From an optimization exercise on the open Yosys and OpenROAD flow, aimed at small area and a short achievable clock period; shortcuts taken in it are not production practice.
Function was checked by simulation only, so behaviour that the tests miss may differ from the original.
The flow treats the clock pin as an ideal source. Dropping or thinning the clock tree relies on that and would not hold on a real chip.
Power and IR drop assume default switching activity.

Setup of run A:
## edgeDetector
module edgeDetector (
    input  logic            iCLK,
    input  logic            iRST,
    input  videoPkg::pixelT iPixel,
    input  logic            iValid,
    input  videoPkg::coordT iX,
    input  videoPkg::coordT iY,
    input  logic            iVertical,
    output videoPkg::pixelT oEdge,
    output logic            oValid
);
Settings: LEC_CHECK=0, ABC_AREA=1, CAP_MARGIN=20, CORE_MARGIN=2, CORE_UTILIZATION=60, SLEW_MARGIN=20; clock period 9.0 ns.
standard.sh (not shown) runs the stock make flow with config.mk's settings and CLKGATE_MAP_FILE= SYNTH_SCRIPT=/design/flow/synth_recipe.tcl, a recipe that flattens the netlist after the stock synthesis.
==> flow/flow/run.sh <==
#!/bin/bash
# standard layout up to CTS; the clock tree is then rebuilt as two levels of
# inverters and the input port buffers made buf_1 (flow/clock_tree.tcl);
# then the standard layout runs on to the end.
set -e
export BUFFER_PORTS_ARGS="-buffer_cell sky130_fd_sc_hd__buf_2"
export SETUP_SLACK_MARGIN=6.55
export CTS_ARGS="-sink_clustering_enable -repair_clock_nets -sink_clustering_size 32 -sink_clustering_max_diameter 120 -dont_use_dummy_load"
bash standard.sh cts > standard_cts.log 2>&1
RES=$PWD/orfs/results/$FLOW_PLATFORM/edgeDetector/base
CTS_ODB=$RES/4_1_cts.odb CLOCK_PORT=iCLK CLOCK_ROOTS=4 \
  CLOCK_ROOT_CELL=sky130_fd_sc_hd__inv_16 CLOCK_LEAF_CELL=sky130_fd_sc_hd__inv_12 \
  INPUT_BUFFER_CELL=sky130_fd_sc_hd__buf_1 \
  openroad -no_init -exit flow/clock_tree.tcl > clock_tree.log 2>&1
rm -f $RES/4_cts.odb
bash standard.sh > standard.log 2>&1
==> flow/flow/clock_tree.tcl <==
# Rebuild the clock tree that CTS made as two levels of inverters:
# the clock port drives NROOT root inverters, each drives the leaf
# inverters of its group, and each leaf inverter drives the registers
# of the cluster that CTS's leaf buffer drove. Optionally sets the cell of
# the input port buffers.
set db_file $::env(CTS_ODB)
set nroot $::env(CLOCK_ROOTS)
set root_cell $::env(CLOCK_ROOT_CELL)
set leaf_cell $::env(CLOCK_LEAF_CELL)
read_db $db_file
set db [ord::get_db]
set block [ord::get_db_block]
set port_net [[$block findBTerm $::env(CLOCK_PORT)] getNet]

proc out_net {inst} {
  foreach it [$inst getITerms] {
    if {[$it isOutputSignal]} { return [$it getNet] }
  }
  return ""
}
proc is_buf {inst} {
  string match "sky130_fd_sc_hd__clkbuf_*" [[$inst getMaster] getName]
}

# walk the tree from the port: buffers whose loads include a non-buffer are leaves
set leaves {}
set inner {}
set front [list $port_net]
while {[llength $front]} {
  set next {}
  foreach net $front {
    foreach it [$net getITerms] {
      if {![$it isInputSignal]} continue
      set inst [$it getInst]
      if {![is_buf $inst]} { error "clock net [$net getName] drives [$inst getName]" }
      set on [out_net $inst]
      set leaf 0
      foreach l [$on getITerms] {
        if {[$l isInputSignal] && ![is_buf [$l getInst]]} { set leaf 1 }
      }
      if {$leaf} {
        foreach l [$on getITerms] {
          if {[$l isInputSignal] && [is_buf [$l getInst]]} { error "mixed leaf [$inst getName]" }
        }
        lappend leaves $inst
      } else {
        lappend inner $inst
        lappend next $on
      }
    }
  }
  set front $next
}
puts "leaves [llength $leaves], inner [llength $inner]"

# leaf locations (cell centres)
set pts {}
foreach l $leaves {
  set bb [$l getBBox]
  lappend pts [list [expr {([$bb xMin]+[$bb xMax])/2}] [expr {([$bb yMin]+[$bb yMax])/2}]]
}

# k-means into nroot groups, seeded along the sorted x then y order
set n [llength $leaves]
set order [lsort -integer -indices [lmap p $pts {expr {[lindex $p 0]*3 + [lindex $p 1]}}]]
set cent {}
for {set g 0} {$g < $nroot} {incr g} {
  lappend cent [lindex $pts [lindex $order [expr {int(($g + 0.5) * $n / $nroot)}]]]
}
for {set iter 0} {$iter < 50} {incr iter} {
  set assign {}
  foreach p $pts {
    set best 0; set bd 1e30
    for {set g 0} {$g < $nroot} {incr g} {
      set c [lindex $cent $g]
      set d [expr {abs([lindex $p 0]-[lindex $c 0]) + abs([lindex $p 1]-[lindex $c 1])}]
      if {$d < $bd} { set bd $d; set best $g }
    }
    lappend assign $best
  }
  set newc {}
  for {set g 0} {$g < $nroot} {incr g} {
    set sx 0; set sy 0; set k 0
    foreach p $pts a $assign { if {$a == $g} { incr sx [lindex $p 0]; incr sy [lindex $p 1]; incr k } }
    if {$k} { lappend newc [list [expr {$sx/$k}] [expr {$sy/$k}]] } else { lappend newc [lindex $cent $g] }
  }
  set cent $newc
}

# remove the old inner buffers and their nets
foreach b $inner {
  set on [out_net $b]
  foreach it [$b getITerms] { if {[$it getNet] ne "NULL" && [$it getNet] ne ""} { $it disconnect } }
  odb::dbInst_destroy $b
  if {$on ne $port_net} { odb::dbNet_destroy $on }
}

set rmaster [$db findMaster $root_cell]
set lmaster [$db findMaster $leaf_cell]
set roots {}
for {set g 0} {$g < $nroot} {incr g} {
  set r [odb::dbInst_create $block $rmaster "clkroot_$g"]
  set rn [odb::dbNet_create $block "clkroot_net_$g"]
  $rn setSigType CLOCK
  set c [lindex $cent $g]
  $r setLocation [lindex $c 0] [lindex $c 1]
  $r setPlacementStatus PLACED
  [$r findITerm A] connect $port_net
  [$r findITerm Y] connect $rn
  lappend roots $rn
}
set i 0
foreach l $leaves a $assign {
  set on [out_net $l]
  set bb [$l getBBox]
  set x [$bb xMin]; set y [$bb yMin]
  foreach it [$l getITerms] { if {[$it getNet] ne "NULL" && [$it getNet] ne ""} { $it disconnect } }
  odb::dbInst_destroy $l
  set v [odb::dbInst_create $block $lmaster "clkleaf_$i"]
  $v setLocation $x $y
  $v setPlacementStatus PLACED
  [$v findITerm A] connect [lindex $roots $a]
  [$v findITerm Y] connect $on
  $on setSigType CLOCK
  incr i
}
for {set g 0} {$g < $nroot} {incr g} {
  set k 0; foreach a $assign { if {$a == $g} { incr k } }
  puts "root $g at [lindex $cent $g] drives $k leaves"
}
# input port buffers: the smaller cell INPUT_BUFFER_CELL names
if {[info exists ::env(INPUT_BUFFER_CELL)]} {
  set ibm [$db findMaster $::env(INPUT_BUFFER_CELL)]
  set k 0
  foreach bt [$block getBTerms] {
    if {[$bt getIoType] ne "INPUT"} continue
    set net [$bt getNet]
    if {$net eq "NULL" || $net eq "" || $net eq $port_net} continue
    foreach it [$net getITerms] {
      set inst [$it getInst]
      if {[string match "input*" [$inst getName]] && [string match "sky130_fd_sc_hd__buf_*" [[$inst getMaster] getName]]} {
        $inst swapMaster $ibm
        incr k
      }
    }
  }
  puts "input buffers now $::env(INPUT_BUFFER_CELL): $k"
}
detailed_placement
check_placement
write_db $db_file
[inputs] run B vs run A
# run A
export LEC_CHECK = 0
export ABC_AREA = 1
export CAP_MARGIN = 20
export CORE_MARGIN = 2
export CORE_UTILIZATION = 60
export SLEW_MARGIN = 20
create_clock -name core_clock -period 9.0 [get_ports {iCLK}]
# run B
export LEC_CHECK = 0
export CAP_MARGIN = 20
export CORE_MARGIN = 2
export CORE_UTILIZATION = 60
export SLEW_MARGIN = 20
create_clock -name core_clock -period 9.0 [get_ports {iCLK}]
diff --git a/flow/flow/run.sh b/flow/flow/run.sh
--- a/flow/flow/run.sh
+++ b/flow/flow/run.sh
@@ -7 +7 @@
-export SETUP_SLACK_MARGIN=6.55
+export SETUP_SLACK_MARGIN=6.65
--- outcome ---
| fraction of the cycle the final worst path needs | run A vs run B | ≈ equal |
Min setup slack of the critical path after layout across run A and run B: run B
| fmax | run B vs run A | ≈ equal |
The area of the mapped netlist on run B is in line with that on run A.
Compared run B vs run A, and final area is up in run B.
--- input diff run B..run C ---
diff --git a/flow/flow/run.sh b/flow/flow/run.sh
--- a/flow/flow/run.sh
+++ b/flow/flow/run.sh
@@ -3,2 +3 @@
-# inverters and the input port buffers made buf_1 (flow/clock_tree.tcl);
-# then the standard layout runs on to the end.
+# inverters (flow/clock_tree.tcl); then the standard layout runs on to the end.
@@ -13 +11,0 @@
-  INPUT_BUFFER_CELL=sky130_fd_sc_hd__buf_1 \
diff --git a/flow/flow/clock_tree.tcl b/flow/flow/clock_tree.tcl
--- a/flow/flow/clock_tree.tcl
+++ b/flow/flow/clock_tree.tcl
@@ -4,2 +4 @@
-# of the cluster that CTS's leaf buffer drove. Optionally sets the cell of
-# the input port buffers.
+# of the cluster that CTS's leaf buffer drove.
@@ -131,18 +129,0 @@
-# input port buffers: the smaller cell INPUT_BUFFER_CELL names
-if {[info exists ::env(INPUT_BUFFER_CELL)]} {
-  set ibm [$db findMaster $::env(INPUT_BUFFER_CELL)]
-  set k 0
-  foreach bt [$block getBTerms] {
-    if {[$bt getIoType] ne "INPUT"} continue
-    set net [$bt getNet]
-    if {$net eq "NULL" || $net eq "" || $net eq $port_net} continue
-    foreach it [$net getITerms] {
-      set inst [$it getInst]
-      if {[string match "input*" [$inst getName]] && [string match "sky130_fd_sc_hd__buf_*" [[$inst getMaster] getName]]} {
-        $inst swapMaster $ibm
-        incr k
-      }
-    }
-  }
-  puts "input buffers now $::env(INPUT_BUFFER_CELL): $k"
-}
## What came out
Run C reached the end of the flow, and the finished layout is clean on the timing, design-rule and antenna checks.
Signed area change from the synthesized netlist to the final layout (higher): run C
On worst supply voltage drop on vdd, run C and run B are basically level.
Between run C and run B, the difference in fraction of power consumed by the clock network is negligible.
--- input diff run C..run D ---
diff --git a/flow/flow/run.sh b/flow/flow/run.sh
--- a/flow/flow/run.sh
+++ b/flow/flow/run.sh
@@ -3 +3,2 @@
-# inverters (flow/clock_tree.tcl); then the standard layout runs on to the end.
+# inverters and the input port buffers made buf_1 (flow/clock_tree.tcl);
+# then the standard layout runs on to the end.
@@ -11 +12,2 @@
-  CLOCK_ROOT_CELL=sky130_fd_sc_hd__inv_16 CLOCK_LEAF_CELL=sky130_fd_sc_hd__inv_12 \
+  CLOCK_ROOT_CELL=sky130_fd_sc_hd__inv_16 CLOCK_LEAF_CELL=sky130_fd_sc_hd__inv_16 \
+  INPUT_BUFFER_CELL=sky130_fd_sc_hd__buf_1 \
diff --git a/flow/flow/clock_tree.tcl b/flow/flow/clock_tree.tcl
--- a/flow/flow/clock_tree.tcl
+++ b/flow/flow/clock_tree.tcl
@@ -4 +4,2 @@
-# of the cluster that CTS's leaf buffer drove.
+# of the cluster that CTS's leaf buffer drove. Optionally sets the cell of
+# the input port buffers.
@@ -129,0 +131,18 @@
+# input port buffers: the smaller cell INPUT_BUFFER_CELL names
+if {[info exists ::env(INPUT_BUFFER_CELL)]} {
+  set ibm [$db findMaster $::env(INPUT_BUFFER_CELL)]
+  set k 0
+  foreach bt [$block getBTerms] {
+    if {[$bt getIoType] ne "INPUT"} continue
+    set net [$bt getNet]
+    if {$net eq "NULL" || $net eq "" || $net eq $port_net} continue
+    foreach it [$net getITerms] {
+      set inst [$it getInst]
+      if {[string match "input*" [$inst getName]] && [string match "sky130_fd_sc_hd__buf_*" [[$inst getMaster] getName]]} {
+        $inst swapMaster $ibm
+        incr k
+      }
+    }
+  }
+  puts "input buffers now $::env(INPUT_BUFFER_CELL): $k"
+}
Results
On final critical-path required period: between run D and run C, it ends up higher for run C. Delta (run D minus run C): cell area flat, clock share of power went up.
Edits applied to the flow inputs when going from run D to run E:
# run D
export LEC_CHECK = 0
export CAP_MARGIN = 20
export CORE_MARGIN = 2
export CORE_UTILIZATION = 60
export SLEW_MARGIN = 20
create_clock -name core_clock -period 9.0 [get_ports {iCLK}]
# run E
export LEC_CHECK = 0
export ABC_AREA = 1
export CAP_MARGIN = 20
export CORE_MARGIN = 2
export CORE_UTILIZATION = 60
export SLEW_MARGIN = 20
create_clock -name core_clock -period 9.0 [get_ports {iCLK}]
diff --git a/flow/flow/run.sh b/flow/flow/run.sh
--- a/flow/flow/run.sh
+++ b/flow/flow/run.sh
@@ -12 +12 @@
-  CLOCK_ROOT_CELL=sky130_fd_sc_hd__inv_16 CLOCK_LEAF_CELL=sky130_fd_sc_hd__inv_16 \
+  CLOCK_ROOT_CELL=sky130_fd_sc_hd__inv_16 CLOCK_LEAF_CELL=sky130_fd_sc_hd__inv_12 \
Findings:
Compared with run D, routed length on met3 in run E decreased by more than 10%.
Run E vs run D — pin count of the biggest net entering global routing dropped by more than a quarter
Comparing run D and run E, the higher number of ordinary inverters in the final layout is on run E.
Between run E and run D, it is run E whose synthesis-to-finish area growth is lower, by 0.88 points.
The end point of the critical path comes out oEdge[2] in one run and oEdge[7] in the other, namely in run D and run E respectively.
In run E, post-route cell area is lower than in run D.
In every run of this note, the design's own scripts or RTL, not TritonCTS, make the clock network.

## afterwards: timing with drivers on the ports
The results above use ideal ports. As a check the final layouts listed here were re-extracted and re-timed, cells and wires unchanged.
Step 1 (the two cells are an assumption about what drives the block):
set clk [get_ports {iCLK}]
set_driving_cell -lib_cell sky130_fd_sc_hd__clkbuf_16 $clk
set_driving_cell -lib_cell sky130_fd_sc_hd__buf_2 [delete_from_list [all_inputs] $clk]
Step 2 moves the port delays by t, midway between the first and last clock arrival at a register: inputs arrive t later, outputs are due t later. That takes back most of the time a late clock gives input paths.
a / b / c = ideal / step 1 / step 2; a / b = the first two.
run | t, ns | setup slack, ns | worst setup path after step 2 | worst data-port slew with drivers (ns) | cell pins on the clock port's net
run A | 0.362 | 6.590 / 6.383 / 6.577 | input to register | 0.04 | 4
run B | 0.354 | 6.585 / 6.379 / 6.553 | input to register | 0.04 | 4
run C | 0.354 | 6.584 / 6.378 / 6.530 | input to register | 0.04 | 4
run D | 0.361 | 6.588 / 6.381 / 6.546 | input to register | 0.04 | 4
run E | 0.362 | 6.590 / 6.383 / 6.577 | input to register | 0.04 | 4
After both steps setup and hold are still met in every run listed. The setup slack of run C, which loses most, moves by -0.206 ns with the drivers and by -0.054 ns with both steps.
